What follows belongs to an exercise in optimizing a design on an open flow for small area and a short achievable clock period; a production flow would make more cautious choices. Only simulation tests tie the RTL to the original design; equivalence was not proved. Power and IR drop assume default switching activity.

==> flow/design.v, too long to show whole: its modules and the start of the top module <==
// module alu_core: 62 lines
// module alu_unit: 1777 lines
module alu_unit
#(
  parameter int unsigned WIDTH = 32
) (
  input  logic               clk,
  input  logic               rst_n,
  input  logic               in_valid,
  input  logic [WIDTH-1:0]   rs,
  input  logic [WIDTH-1:0]   rt,
  input  logic [alu_pkg::CTRL_W-1:0]  ctrl,
  input  logic [alu_pkg::SHAMT_W-1:0] sa,
  input  logic               div_signed,
  output logic               out_valid,
  output logic [WIDTH-1:0]   rd,
  output logic               overflow,
  output logic [WIDTH-1:0]   quotient,
  output logic [WIDTH-1:0]   remainder
);
  // ...
==> flow/flow/run.sh <==
#!/bin/bash
# The standard layout with two changes to how the layout is made:
#  1. Synthesis is standard.sh's own (ORFS synthesis through synth_recipe.tcl,
#     ABC_AREA=1 from config.mk), except that ABC's area script runs two rounds
#     of "dch; map -D 13000": every combinational path gets a required time of
#     13 ns in ABC's delay model (the pipeline stages' target), and ABC
#     recovers area up to it. SCRIPTS_DIR points at a copy of ORFS's scripts in which only
#     abc_area.script differs (flow/abc_area.script). Registers are untouched.
#  2. The port buffers that global placement inserts are buf_2 cells instead of
#     the cell the resizer picks by default (a delay buffer).
# ORFS keeps each step's log under orfs/logs/; make's own output goes to
# synth_make.log and layout_make.log in this folder.
set -euo pipefail
rm -rf orfs_scripts
cp -r "$FLOW_HOME/scripts" orfs_scripts
cp flow/abc_area.script orfs_scripts/abc_area.script
bash standard.sh "SCRIPTS_DIR=$PWD/orfs_scripts" synth > synth_make.log 2>&1
bash standard.sh "BUFFER_PORTS_ARGS=-buffer_cell sky130_fd_sc_hd__buf_2" finish > layout_make.log 2>&1
==> flow/flow/abc_area.script <==
strash
dch
map -D 13000
strash
dch
map -D 13000
topo
stime -c
buffer -c
upsize -c
dnsize -c
==> flow/standard.sh <==
#!/bin/bash
# synth_recipe.tcl (not shown) runs the flow's synth.tcl, then flattens the netlist and writes it again
# the make line also repeats each setting of config.mk as NAME=value (left out here)
make -C /OpenROAD-flow-scripts/flow DESIGN_CONFIG=/design/flow/config.mk WORK_HOME=/design/flow/orfs CLKGATE_MAP_FILE= SYNTH_SCRIPT=/design/flow/synth_recipe.tcl "${@:-finish}"
==> flow/config.mk <==
export PLATFORM = sky130hd
export DESIGN_NAME = alu_unit
export DESIGN_NICKNAME = alu_unit
export VERILOG_FILES = /design/flow/design.v
export SDC_FILE = /design/flow/constraint.sdc
export NUM_CORES = 4
export LEC_CHECK = 0
export ABC_AREA = 1
export CAP_MARGIN = 50
export CORE_MARGIN = 2
export CORE_UTILIZATION = 70
export CTS_BUF_LIST = sky130_fd_sc_hd__clkbuf_16
export CTS_CLUSTER_DIAMETER = 100
export CTS_CLUSTER_SIZE = 30
export SLEW_MARGIN = 70
==> flow/constraint.sdc <==
create_clock -name core_clock -period 100.0 [get_ports {clk}]
set_input_delay 20.0000 -clock core_clock [delete_from_list [all_inputs] [get_ports {clk}]]
set_output_delay 20.0000 -clock core_clock [all_outputs]
set_load 0.01 [all_outputs]
==> out/qor.csv, run 1 <==
stage;metric;value;unit
status;status;finished clean;
worst_setup_path;reg2reg setup slack;79.60;ns
sta;Final period util;21.47;%
pwr;register share of total power;34.1;%
sta;relative slew slack;67.85;%
layout;Final Cell Area;49390;µm²
pwr;pwr/cell area;18.50;nW/µm²
grt;grt ovf;0;
die;IO Pins;175;
synthesis;synth unique cells;78;
clocking;clock-pin slew on the worst setup and hold paths;0.11;ns
die;Die W;261.2;µm
die;initial core utilization;70.54;%
worst_setup_path;worst-path fanout max;1;
sta;RSZ-0062 raised after global routing;no;
worst_hold_path;Hold Crit Start;s2_rd[1];
worst_hold_path;Worst Hold Depth;0;
sta;final hold vios;0;
layout;Logic inverters;819;
route;Met2 Wirelength;65480;µm
die;Tapcells;864;
layout;final non-filler cell total;7843;
clocking;H-tree depth;1;
route;TritonRoute pass-1 iters;8;
clocking;insertion delay to the later sink of the worst-skew pair;0.68;ns
worst_setup_path;RR Startpoint;s4_b[0];
==> run 2, diff against run 1 <==
--- a/flow/design.v
+++ b/flow/design.v
@@ -1623,18 +1623,19 @@
   assign s5_d32 = s5_r32 ^ s5_bc[31:0] ^ ~s5_c32[31:0];
   logic s5_ge32;
   assign s5_ge32 = s5_c32[32];
   logic [31:0] s5_n32;
   assign s5_n32 = s5_r32 ^ ({32{s5_ge32}} & (s5_bc[31:0] ^ ~s5_c32[31:0]));
   logic [31:0] s5_aq4;
   assign s5_aq4 = {s5_aq3[30:0], s5_ge32};
   logic [31:0] q_fix, r_fix;
-  logic [31:0] q_pre;
+  logic [31:0] q_pre, r_pre;
   assign q_pre = s5_aq4;
+  assign r_pre = s5_n32;
   logic [31:0] q_neg;
   logic [31:0] q_neg_p0;
   assign q_neg_p0[0] = q_pre[0];
   assign q_neg_p0[1] = q_pre[1] | q_pre[0];
   assign q_neg_p0[2] = q_pre[2];
   assign q_neg_p0[3] = q_pre[3] | q_pre[2];
   assign q_neg_p0[4] = q_pre[4];
   assign q_neg_p0[5] = q_pre[5] | q_pre[4];
@@ -1823,18 +1824,216 @@
   assign q_neg[24] = q_pre[24] ^ (s4_nq & q_neg_p4[23]);
   assign q_neg[25] = q_pre[25] ^ (s4_nq & q_neg_p4[24]);
   assign q_neg[26] = q_pre[26] ^ (s4_nq & q_neg_p4[25]);
   assign q_neg[27] = q_pre[27] ^ (s4_nq & q_neg_p4[26]);
   assign q_neg[28] = q_pre[28] ^ (s4_nq & q_neg_p4[27]);
   assign q_neg[29] = q_pre[29] ^ (s4_nq & q_neg_p4[28]);
   assign q_neg[30] = q_pre[30] ^ (s4_nq & q_neg_p4[29]);
   assign q_neg[31] = q_pre[31] ^ (s4_nq & q_neg_p4[30]);
+  logic [31:0] r_neg;
+  logic [31:0] r_neg_p0;
+  assign r_neg_p0[0] = r_pre[0];
+  assign r_neg_p0[1] = r_pre[1] | r_pre[0];
+  assign r_neg_p0[2] = r_pre[2];
+  assign r_neg_p0[3] = r_pre[3] | r_pre[2];
+  assign r_neg_p0[4] = r_pre[4];
+  assign r_neg_p0[5] = r_pre[5] | r_pre[4];
+  assign r_neg_p0[6] = r_pre[6];
+  assign r_neg_p0[7] = r_pre[7] | r_pre[6];
+  assign r_neg_p0[8] = r_pre[8];
+  assign r_neg_p0[9] = r_pre[9] | r_pre[8];
+  assign r_neg_p0[10] = r_pre[10];
+  assign r_neg_p0[11] = r_pre[11] | r_pre[10];
+  assign r_neg_p0[12] = r_pre[12];
+  assign r_neg_p0[13] = r_pre[13] | r_pre[12];
+  assign r_neg_p0[14] = r_pre[14];
+  assign r_neg_p0[15] = r_pre[15] | r_pre[14];
+  assign r_neg_p0[16] = r_pre[16];
+  assign r_neg_p0[17] = r_pre[17] | r_pre[16];
+  assign r_neg_p0[18] = r_pre[18];
+  assign r_neg_p0[19] = r_pre[19] | r_pre[18];
+  assign r_neg_p0[20] = r_pre[20];
+  assign r_neg_p0[21] = r_pre[21] | r_pre[20];
+  assign r_neg_p0[22] = r_pre[22];
+  assign r_neg_p0[23] = r_pre[23] | r_pre[22];
+  assign r_neg_p0[24] = r_pre[24];
+  assign r_neg_p0[25] = r_pre[25] | r_pre[24];
+  assign r_neg_p0[26] = r_pre[26];
+  assign r_neg_p0[27] = r_pre[27] | r_pre[26];
+  assign r_neg_p0[28] = r_pre[28];
+  assign r_neg_p0[29] = r_pre[29] | r_pre[28];
+  assign r_neg_p0[30] = r_pre[30];
+  assign r_neg_p0[31] = r_pre[31] | r_pre[30];
+  logic [31:0] r_neg_p1;
+  assign r_neg_p1[0] = r_neg_p0[0];
+  assign r_neg_p1[1] = r_neg_p0[1];
+  assign r_neg_p1[2] = r_neg_p0[2] | r_neg_p0[1];
+  assign r_neg_p1[3] = r_neg_p0[3] | r_neg_p0[1];
+  assign r_neg_p1[4] = r_neg_p0[4];
+  assign r_neg_p1[5] = r_neg_p0[5];
+  assign r_neg_p1[6] = r_neg_p0[6] | r_neg_p0[5];
+  assign r_neg_p1[7] = r_neg_p0[7] | r_neg_p0[5];
+  assign r_neg_p1[8] = r_neg_p0[8];
+  assign r_neg_p1[9] = r_neg_p0[9];
+  assign r_neg_p1[10] = r_neg_p0[10] | r_neg_p0[9];
+  assign r_neg_p1[11] = r_neg_p0[11] | r_neg_p0[9];
+  assign r_neg_p1[12] = r_neg_p0[12];
+  assign r_neg_p1[13] = r_neg_p0[13];
+  assign r_neg_p1[14] = r_neg_p0[14] | r_neg_p0[13];
+  assign r_neg_p1[15] = r_neg_p0[15] | r_neg_p0[13];
+  assign r_neg_p1[16] = r_neg_p0[16];
+  assign r_neg_p1[17] = r_neg_p0[17];
+  assign r_neg_p1[18] = r_neg_p0[18] | r_neg_p0[17];
+  assign r_neg_p1[19] = r_neg_p0[19] | r_neg_p0[17];
+  assign r_neg_p1[20] = r_neg_p0[20];
+  assign r_neg_p1[21] = r_neg_p0[21];
+  assign r_neg_p1[22] = r_neg_p0[22] | r_neg_p0[21];
+  assign r_neg_p1[23] = r_neg_p0[23] | r_neg_p0[21];
+  assign r_neg_p1[24] = r_neg_p0[24];
+  assign r_neg_p1[25] = r_neg_p0[25];
+  assign r_neg_p1[26] = r_neg_p0[26] | r_neg_p0[25];
+  assign r_neg_p1[27] = r_neg_p0[27] | r_neg_p0[25];
+  assign r_neg_p1[28] = r_neg_p0[28];
+  assign r_neg_p1[29] = r_neg_p0[29];
+  assign r_neg_p1[30] = r_neg_p0[30] | r_neg_p0[29];
+  assign r_neg_p1[31] = r_neg_p0[31] | r_neg_p0[29];
+  logic [31:0] r_neg_p2;
+  assign r_neg_p2[0] = r_neg_p1[0];
+  assign r_neg_p2[1] = r_neg_p1[1];
+  assign r_neg_p2[2] = r_neg_p1[2];
+  assign r_neg_p2[3] = r_neg_p1[3];
+  assign r_neg_p2[4] = r_neg_p1[4] | r_neg_p1[3];
+  assign r_neg_p2[5] = r_neg_p1[5] | r_neg_p1[3];
+  assign r_neg_p2[6] = r_neg_p1[6] | r_neg_p1[3];
+  assign r_neg_p2[7] = r_neg_p1[7] | r_neg_p1[3];
+  assign r_neg_p2[8] = r_neg_p1[8];
+  assign r_neg_p2[9] = r_neg_p1[9];
+  assign r_neg_p2[10] = r_neg_p1[10];
+  assign r_neg_p2[11] = r_neg_p1[11];
+  assign r_neg_p2[12] = r_neg_p1[12] | r_neg_p1[11];
+  assign r_neg_p2[13] = r_neg_p1[13] | r_neg_p1[11];
+  assign r_neg_p2[14] = r_neg_p1[14] | r_neg_p1[11];
+  assign r_neg_p2[15] = r_neg_p1[15] | r_neg_p1[11];
+  assign r_neg_p2[16] = r_neg_p1[16];
+  assign r_neg_p2[17] = r_neg_p1[17];
+  assign r_neg_p2[18] = r_neg_p1[18];
+  assign r_neg_p2[19] = r_neg_p1[19];
+  assign r_neg_p2[20] = r_neg_p1[20] | r_neg_p1[19];
+  assign r_neg_p2[21] = r_neg_p1[21] | r_neg_p1[19];
+  assign r_neg_p2[22] = r_neg_p1[22] | r_neg_p1[19];
+  assign r_neg_p2[23] = r_neg_p1[23] | r_neg_p1[19];
+  assign r_neg_p2[24] = r_neg_p1[24];
+  assign r_neg_p2[25] = r_neg_p1[25];
+  assign r_neg_p2[26] = r_neg_p1[26];
+  assign r_neg_p2[27] = r_neg_p1[27];
+  assign r_neg_p2[28] = r_neg_p1[28] | r_neg_p1[27];
+  assign r_neg_p2[29] = r_neg_p1[29] | r_neg_p1[27];
+  assign r_neg_p2[30] = r_neg_p1[30] | r_neg_p1[27];
+  assign r_neg_p2[31] = r_neg_p1[31] | r_neg_p1[27];
+  logic [31:0] r_neg_p3;
+  assign r_neg_p3[0] = r_neg_p2[0];
+  assign r_neg_p3[1] = r_neg_p2[1];
+  assign r_neg_p3[2] = r_neg_p2[2];
+  assign r_neg_p3[3] = r_neg_p2[3];
+  assign r_neg_p3[4] = r_neg_p2[4];
+  assign r_neg_p3[5] = r_neg_p2[5];
+  assign r_neg_p3[6] = r_neg_p2[6];
+  assign r_neg_p3[7] = r_neg_p2[7];
+  assign r_neg_p3[8] = r_neg_p2[8] | r_neg_p2[7];
+  assign r_neg_p3[9] = r_neg_p2[9] | r_neg_p2[7];
+  assign r_neg_p3[10] = r_neg_p2[10] | r_neg_p2[7];
+  assign r_neg_p3[11] = r_neg_p2[11] | r_neg_p2[7];
+  assign r_neg_p3[12] = r_neg_p2[12] | r_neg_p2[7];
+  assign r_neg_p3[13] = r_neg_p2[13] | r_neg_p2[7];
+  assign r_neg_p3[14] = r_neg_p2[14] | r_neg_p2[7];
+  assign r_neg_p3[15] = r_neg_p2[15] | r_neg_p2[7];
+  assign r_neg_p3[16] = r_neg_p2[16];
+  assign r_neg_p3[17] = r_neg_p2[17];
+  assign r_neg_p3[18] = r_neg_p2[18];
+  assign r_neg_p3[19] = r_neg_p2[19];
+  assign r_neg_p3[20] = r_neg_p2[20];
+  assign r_neg_p3[21] = r_neg_p2[21];
+  assign r_neg_p3[22] = r_neg_p2[22];
+  assign r_neg_p3[23] = r_neg_p2[23];
+  assign r_neg_p3[24] = r_neg_p2[24] | r_neg_p2[23];
+  assign r_neg_p3[25] = r_neg_p2[25] | r_neg_p2[23];
+  assign r_neg_p3[26] = r_neg_p2[26] | r_neg_p2[23];
+  assign r_neg_p3[27] = r_neg_p2[27] | r_neg_p2[23];
+  assign r_neg_p3[28] = r_neg_p2[28] | r_neg_p2[23];
+  assign r_neg_p3[29] = r_neg_p2[29] | r_neg_p2[23];
+  assign r_neg_p3[30] = r_neg_p2[30] | r_neg_p2[23];
+  assign r_neg_p3[31] = r_neg_p2[31] | r_neg_p2[23];
+  logic [31:0] r_neg_p4;
+  assign r_neg_p4[0] = r_neg_p3[0];
+  assign r_neg_p4[1] = r_neg_p3[1];
+  assign r_neg_p4[2] = r_neg_p3[2];
+  assign r_neg_p4[3] = r_neg_p3[3];
+  assign r_neg_p4[4] = r_neg_p3[4];
+  assign r_neg_p4[5] = r_neg_p3[5];
+  assign r_neg_p4[6] = r_neg_p3[6];
+  assign r_neg_p4[7] = r_neg_p3[7];
+  assign r_neg_p4[8] = r_neg_p3[8];
+  assign r_neg_p4[9] = r_neg_p3[9];
+  assign r_neg_p4[10] = r_neg_p3[10];
+  assign r_neg_p4[11] = r_neg_p3[11];
+  assign r_neg_p4[12] = r_neg_p3[12];
+  assign r_neg_p4[13] = r_neg_p3[13];
+  assign r_neg_p4[14] = r_neg_p3[14];
+  assign r_neg_p4[15] = r_neg_p3[15];
+  assign r_neg_p4[16] = r_neg_p3[16] | r_neg_p3[15];
+  assign r_neg_p4[17] = r_neg_p3[17] | r_neg_p3[15];
+  assign r_neg_p4[18] = r_neg_p3[18] | r_neg_p3[15];
+  assign r_neg_p4[19] = r_neg_p3[19] | r_neg_p3[15];
+  assign r_neg_p4[20] = r_neg_p3[20] | r_neg_p3[15];
+  assign r_neg_p4[21] = r_neg_p3[21] | r_neg_p3[15];
+  assign r_neg_p4[22] = r_neg_p3[22] | r_neg_p3[15];
+  assign r_neg_p4[23] = r_neg_p3[23] | r_neg_p3[15];
+  assign r_neg_p4[24] = r_neg_p3[24] | r_neg_p3[15];
+  assign r_neg_p4[25] = r_neg_p3[25] | r_neg_p3[15];
+  assign r_neg_p4[26] = r_neg_p3[26] | r_neg_p3[15];
+  assign r_neg_p4[27] = r_neg_p3[27] | r_neg_p3[15];
+  assign r_neg_p4[28] = r_neg_p3[28] | r_neg_p3[15];
+  assign r_neg_p4[29] = r_neg_p3[29] | r_neg_p3[15];
+  assign r_neg_p4[30] = r_neg_p3[30] | r_neg_p3[15];
+  assign r_neg_p4[31] = r_neg_p3[31] | r_neg_p3[15];
+  assign r_neg[0] = r_pre[0];
+  assign r_neg[1] = r_pre[1] ^ (s4_nr & r_neg_p4[0]);
+  assign r_neg[2] = r_pre[2] ^ (s4_nr & r_neg_p4[1]);
+  assign r_neg[3] = r_pre[3] ^ (s4_nr & r_neg_p4[2]);
+  assign r_neg[4] = r_pre[4] ^ (s4_nr & r_neg_p4[3]);
+  assign r_neg[5] = r_pre[5] ^ (s4_nr & r_neg_p4[4]);
+  assign r_neg[6] = r_pre[6] ^ (s4_nr & r_neg_p4[5]);
+  assign r_neg[7] = r_pre[7] ^ (s4_nr & r_neg_p4[6]);
+  assign r_neg[8] = r_pre[8] ^ (s4_nr & r_neg_p4[7]);
+  assign r_neg[9] = r_pre[9] ^ (s4_nr & r_neg_p4[8]);
+  assign r_neg[10] = r_pre[10] ^ (s4_nr & r_neg_p4[9]);
+  assign r_neg[11] = r_pre[11] ^ (s4_nr & r_neg_p4[10]);
+  assign r_neg[12] = r_pre[12] ^ (s4_nr & r_neg_p4[11]);
+  assign r_neg[13] = r_pre[13] ^ (s4_nr & r_neg_p4[12]);
+  assign r_neg[14] = r_pre[14] ^ (s4_nr & r_neg_p4[13]);
+  assign r_neg[15] = r_pre[15] ^ (s4_nr & r_neg_p4[14]);
+  assign r_neg[16] = r_pre[16] ^ (s4_nr & r_neg_p4[15]);
+  assign r_neg[17] = r_pre[17] ^ (s4_nr & r_neg_p4[16]);
+  assign r_neg[18] = r_pre[18] ^ (s4_nr & r_neg_p4[17]);
+  assign r_neg[19] = r_pre[19] ^ (s4_nr & r_neg_p4[18]);
+  assign r_neg[20] = r_pre[20] ^ (s4_nr & r_neg_p4[19]);
+  assign r_neg[21] = r_pre[21] ^ (s4_nr & r_neg_p4[20]);
+  assign r_neg[22] = r_pre[22] ^ (s4_nr & r_neg_p4[21]);
+  assign r_neg[23] = r_pre[23] ^ (s4_nr & r_neg_p4[22]);
+  assign r_neg[24] = r_pre[24] ^ (s4_nr & r_neg_p4[23]);
+  assign r_neg[25] = r_pre[25] ^ (s4_nr & r_neg_p4[24]);
+  assign r_neg[26] = r_pre[26] ^ (s4_nr & r_neg_p4[25]);
+  assign r_neg[27] = r_pre[27] ^ (s4_nr & r_neg_p4[26]);
+  assign r_neg[28] = r_pre[28] ^ (s4_nr & r_neg_p4[27]);
+  assign r_neg[29] = r_pre[29] ^ (s4_nr & r_neg_p4[28]);
+  assign r_neg[30] = r_pre[30] ^ (s4_nr & r_neg_p4[29]);
+  assign r_neg[31] = r_pre[31] ^ (s4_nr & r_neg_p4[30]);
   assign q_fix = q_neg;
-  assign r_fix = s4_nr ? (32'(0) - s5_n32) : s5_n32;
+  assign r_fix = r_neg;
   logic        out_valid_q, overflow_q;
   logic [31:0] rd_q, quotient_q, remainder_q;
   always_ff @(posedge clk) begin
     if (!rst_n) begin
       out_valid_q <= 1'b0;
       rd_q        <= '0;
       overflow_q  <= 1'b0;
       quotient_q  <= '0;
==> flow/flow/run.sh (replaced) <==
#!/bin/bash
# The standard layout (standard synthesis included), with one change: the
# port buffers that global placement inserts are plain sky130 buf_2 cells
# instead of the cell the resizer picks by default (a delay buffer).
# ORFS keeps each step's log under orfs/logs/; make's own output goes to
# layout_make.log in this folder.
set -euo pipefail
bash standard.sh "BUFFER_PORTS_ARGS=-buffer_cell sky130_fd_sc_hd__buf_2" finish > layout_make.log 2>&1
==> flow/config.mk (replaced) <==
export PLATFORM = sky130hd
export DESIGN_NAME = alu_unit
export DESIGN_NICKNAME = alu_unit
export VERILOG_FILES = /design/flow/design.v
export SDC_FILE = /design/flow/constraint.sdc
export NUM_CORES = 4
export LEC_CHECK = 0
export ABC_AREA = 1
export CAP_MARGIN = 50
export CORE_MARGIN = 2
export CORE_UTILIZATION = 70
export CTS_BUF_LIST = sky130_fd_sc_hd__clkbuf_8
export CTS_CLUSTER_SIZE = 25
export SLEW_MARGIN = 70
removed: flow/flow/abc_area.script
==> out/qor.csv, run 2 <==
stage;metric;value;unit;change
route;Post-Route WL;127900;µm;was 138600 µm
worst_hold_path;Worst Hold Class;flop to flop;;unchanged
clocking;CTS Buffer Depth;3;;unchanged
synthesis;Gate Count Post-Synth;7197;;was 6965
grt;vias in the first global route;41600;;was 42280
clocking;Post-CTS Repair Setup Buffers;0;;unchanged
layout;share of cells above drive strength 1;10.06;%;was 9.242%
sta;f_max;0.04623;GHz;was 0.04658 GHz
route;# DRC;0;;unchanged
place;placed cell count;7983;;was 7785
sta;Final period util;21.63;%;was 21.47%
die;initial core utilization;70.63;%;was 70.54%
synthesis;async set-reset flop share out of synthesis;0;%;unchanged
sta;final hold vios;0;;unchanged
clocking;CTS tree;built;;unchanged
clocking;insertion delay to the later sink of the worst-skew pair;0.74;ns;was 0.68 ns
grt;initial antenna violation count;6;;was 4
pwr;LEAKAGE;25.08;nW;was 23.27 nW
synthesis;syn_nets;7370;;was 7139
layout;final non-filler cell total;8169;;was 7843
status;status;finished clean;;unchanged
synthesis;Yosys warning count;2;;unchanged
clocking;clock-pin slew on the worst setup and hold paths;0.07;ns;was 0.11 ns
die;Rows;94;;unchanged
layout;fill cell count;5429;;was 5257
clocking;clk root buf;clkbuf_8;;was clkbuf_16
synthesis;Synth Flop Type;dfxtp_1;;unchanged
sta;Worst Skew;0.04670;ns;was 0.03600 ns
place;DP HPWL;97800;µm;was 108400 µm
layout;most common cell after layout, fill and taps aside;nand2_1;;unchanged
worst_setup_path;Crit. End Element;flop;;was output pin
die;die height;261.6;µm;was 261.2 µm
clocking;H-tree depth;3;;was 1
worst_setup_path;reg2reg path depth;170;;was 152
synthesis;Syn Area/Cell;6.452;µm²;was 6.647 µm²
route;Vias;45480;;was 45800
worst_setup_path;CP arrival;22.25;ns;was 1.47 ns
clocking;number of gates resized after CTS;0;;unchanged
worst_hold_path;Worst Hold Depth;0;;unchanged
route;vias per cell;5.567;;was 5.840
worst_setup_path;Req. time, crit path;100.62;ns;was 80.00 ns
layout;most frequent cells in the layout;nand2_1, nand3_1, inv_1;;was nand2_1, inv_1, xor2_1
worst_setup_path;Crit Path Category;flop to flop;;was flop to output pin
clocking;hold buffers post-CTS;0;;unchanged
pwr;pwr/cell area;19.12;nW/µm²;was 18.50 nW/µm²
worst_setup_path;worst-path fanout max;25;;was 1
sta;fin. max-slew vios;0;;unchanged
die;IO Pins;175;;unchanged
sta;Tightest Pin Transition;0.4972;ns;was 0.4772 ns
job;Maximum Capacitance Violations;0;;unchanged
sta;RSZ-0062 raised after global routing;no;;unchanged
route;WL per Instance;15.65;µm;was 17.67 µm
synthesis;sequential cell area fraction in the yosys report;27.98;%;was 28.06%
worst_setup_path;CP Launch Type;flop;;unchanged
place;gpl congestion;0.9930;;was 1.052
worst_setup_path;Top cell by count, worst path;nand3_1;;
sta;# setup viols final;0;;unchanged
synthesis;number of flops mapped to enable cells by yosys;0;;unchanged
route;TritonRoute pass-1 iters;6;;was 8
grt;largest net degree at the start of global routing;70;;was 96
synthesis;synth unique cells;72;;was 78
layout;Final #Nets;7398;;was 7140
grt;first-pass GRT wire length;203800;µm;was 215700 µm
worst_setup_path;CP max-delay cell;dfxtp_2;;was dfxtp_1
grt;overall routing resource usage;36.64;%;was 39.36%
die;die area;68410;µm²;was 68210 µm²
pwr;VDD IR max;0.01475;mV;was 0.01857 mV
clocking;Inserted Clock Buffers;102;;was 31
die;Die W;261.6;µm;was 261.2 µm
synthesis;mapped cell area;46430;µm²;was 46290 µm²
route;post-route ant nets;0;;unchanged
sta;setup TNS;0;ns;unchanged
synthesis;Area contributors post-synth;dfxtp_1, nand2_1, xor2_1;;unchanged
sta;fin crit period;21.63;ns;was 21.47 ns
synthesis;synth cell count leaders;nand2_1, nand3_1, inv_1, dfxtp_1, xor2_1;;was nand2_1, inv_1, xor2_1, dfxtp_1, nand3_1
sta;relative slew slack;66.74;%;was 67.85%
synthesis;largest area contributor in the netlist;dfxtp_1;;unchanged
place;IO buf count;174;;unchanged
grt;grt ovf;0;;unchanged
synthesis;most common cell in the netlist;nand2_1;;unchanged
synthesis;Synth top area share;27.98;%;was 28.06%
synthesis;synthesized flop and latch total;649;;unchanged
worst_setup_path;max incr delay on CP;0.51;ns;was 0.57 ns
layout;Area Growth Syn to Fin;6.893;%;was 6.681%
clocking;Clock Sinks;649;;unchanged
worst_setup_path;reg2reg setup slack;78.37;ns;was 79.60 ns
die;core area;65750;µm²;was 65630 µm²
route;DRT iter0 DRCs;3751;;was 3971
-- run 2: cell count changes after synthesis, sizes merged, moves of 31 or more --
| cell | before | now |
|---|---|---|
| a21oi | 209 | 85 |
| a22oi | 31 | 0 |
| a31oi | 72 | 9 |
| inv | 781 | 895 |
| nand2 | 1780 | 2269 |
| nand3 | 672 | 1006 |
| nand4 | 122 | 68 |
| nor2 | 509 | 459 |
| o21ai | 584 | 382 |
| xor2 | 745 | 588 |
-- run 2: final timing paths --
check | startpoint | endpoint
min | s3_rd[31] | s4_rd[31]
max reg2reg | s3_b[3] | s4_rem[18]
min reg2reg | s3_rd[31] | s4_rd[31]
max | s3_b[3] | s4_rem[18]
-- run 2: logic make-up after synthesis --
kind of cell | count (synthesis) | share of synthesized area (%)
and+or+nand+nor | 3926 | 36.60
adders and majority gates | 107 | 3.347
DFF | 649 | 27.98
buffers and inverters | 1219 | 11.42
muxes | 5 | 0.1078
AOI/OAI and AO/OA | 632 | 8.035
xor gates and xnor gates | 659 | 12.51
-- run 2: metrics by stage --
| stage | util (%) | hold slack [ns] | cell area (µm²) | setup WS (ns) | power (mW) |
|---|---|---|---|---|---|
| after global placement | 71.24 | 0.3099 | 46840 | 77.58 | 0.6913 |
| after global routing | 75.50 | 0.3037 | 49640 | 75.41 | 1.019 |
| final | 75.50 | 0.2997 | 49640 | 78.37 | 0.9488 |
| after detailed placement | 72.01 | 0.3121 | 47340 | 78.34 | 0.7076 |
| after CTS | 75.28 | 0.3094 | 49490 | 78.33 | 0.9425 |
| after floorplan | - | 0.3096 | 46430 | 79.08 | 0.6279 |
-- run 2: report_power, final --
group / internal [mW] / total (mW) / switching (mW)
logic: 0.130 / 0.400 / 0.270
clock network: 0.127 / 0.236 / 0.109
registers: 0.283 / 0.313 / 0.0298
total: 0.540 / 0.949 / 0.408
-- run 2: cell type report --
class	count	area [µm²]	area share (%)
clock inverters	60	471.7	0.9503
multi-input cells	5329	28450	57.31
diodes	2	5.005	0.01008
repair buffers	214	1330	2.680
inverters	929	3542	7.136
clock buffers	122	1679	3.383
flip-flops and latches	649	13080	26.35
well taps	864	1081	2.178
-- run 2: routing by layer --
metal	global-route usage [%]	vias to the layer above	routed length, µm
met3	5.527	404	8946
met1	43.72	20770	50850
met5	0	-	55
met4	20.31	8	7488
li1	-	22710	-
met2	63.21	1584	60520
-- run 2: worst max-delay path, delay by kind of cell (launching register included) --
kind	cells	cell delay (ns)
flip-flops	1	0.51
buffers and inverters	11	1.96
AND/OR/NAND/NOR	156	18.28
XOR/XNOR	3	0.69

separate check: timing with driven ports:
The results above use ideal ports. As a check the final layouts listed here were re-extracted and re-timed, cells and wires unchanged.
Step 1 assumes that a clkbuf_16 drives the clock port and a buf_2 every other input.
Step 2 also shifts input and output timing later by t, the mid clock arrival at the registers, as if the neighbouring blocks saw the same clock.
Slacks: ideal / step 1 / step 2; pairs: ideal / step 1.
run | t, ns | setup slack, ns | worst hold slack (ns)
run 1 | 0.730 | 78.530 / 78.459 / 78.961 | 0.321 / 0.321 / 0.321
run 2 | 0.778 | 78.368 / 78.368 / 78.368 | 0.300 / 0.300 / 0.300
After both steps every run listed still meets setup and hold.
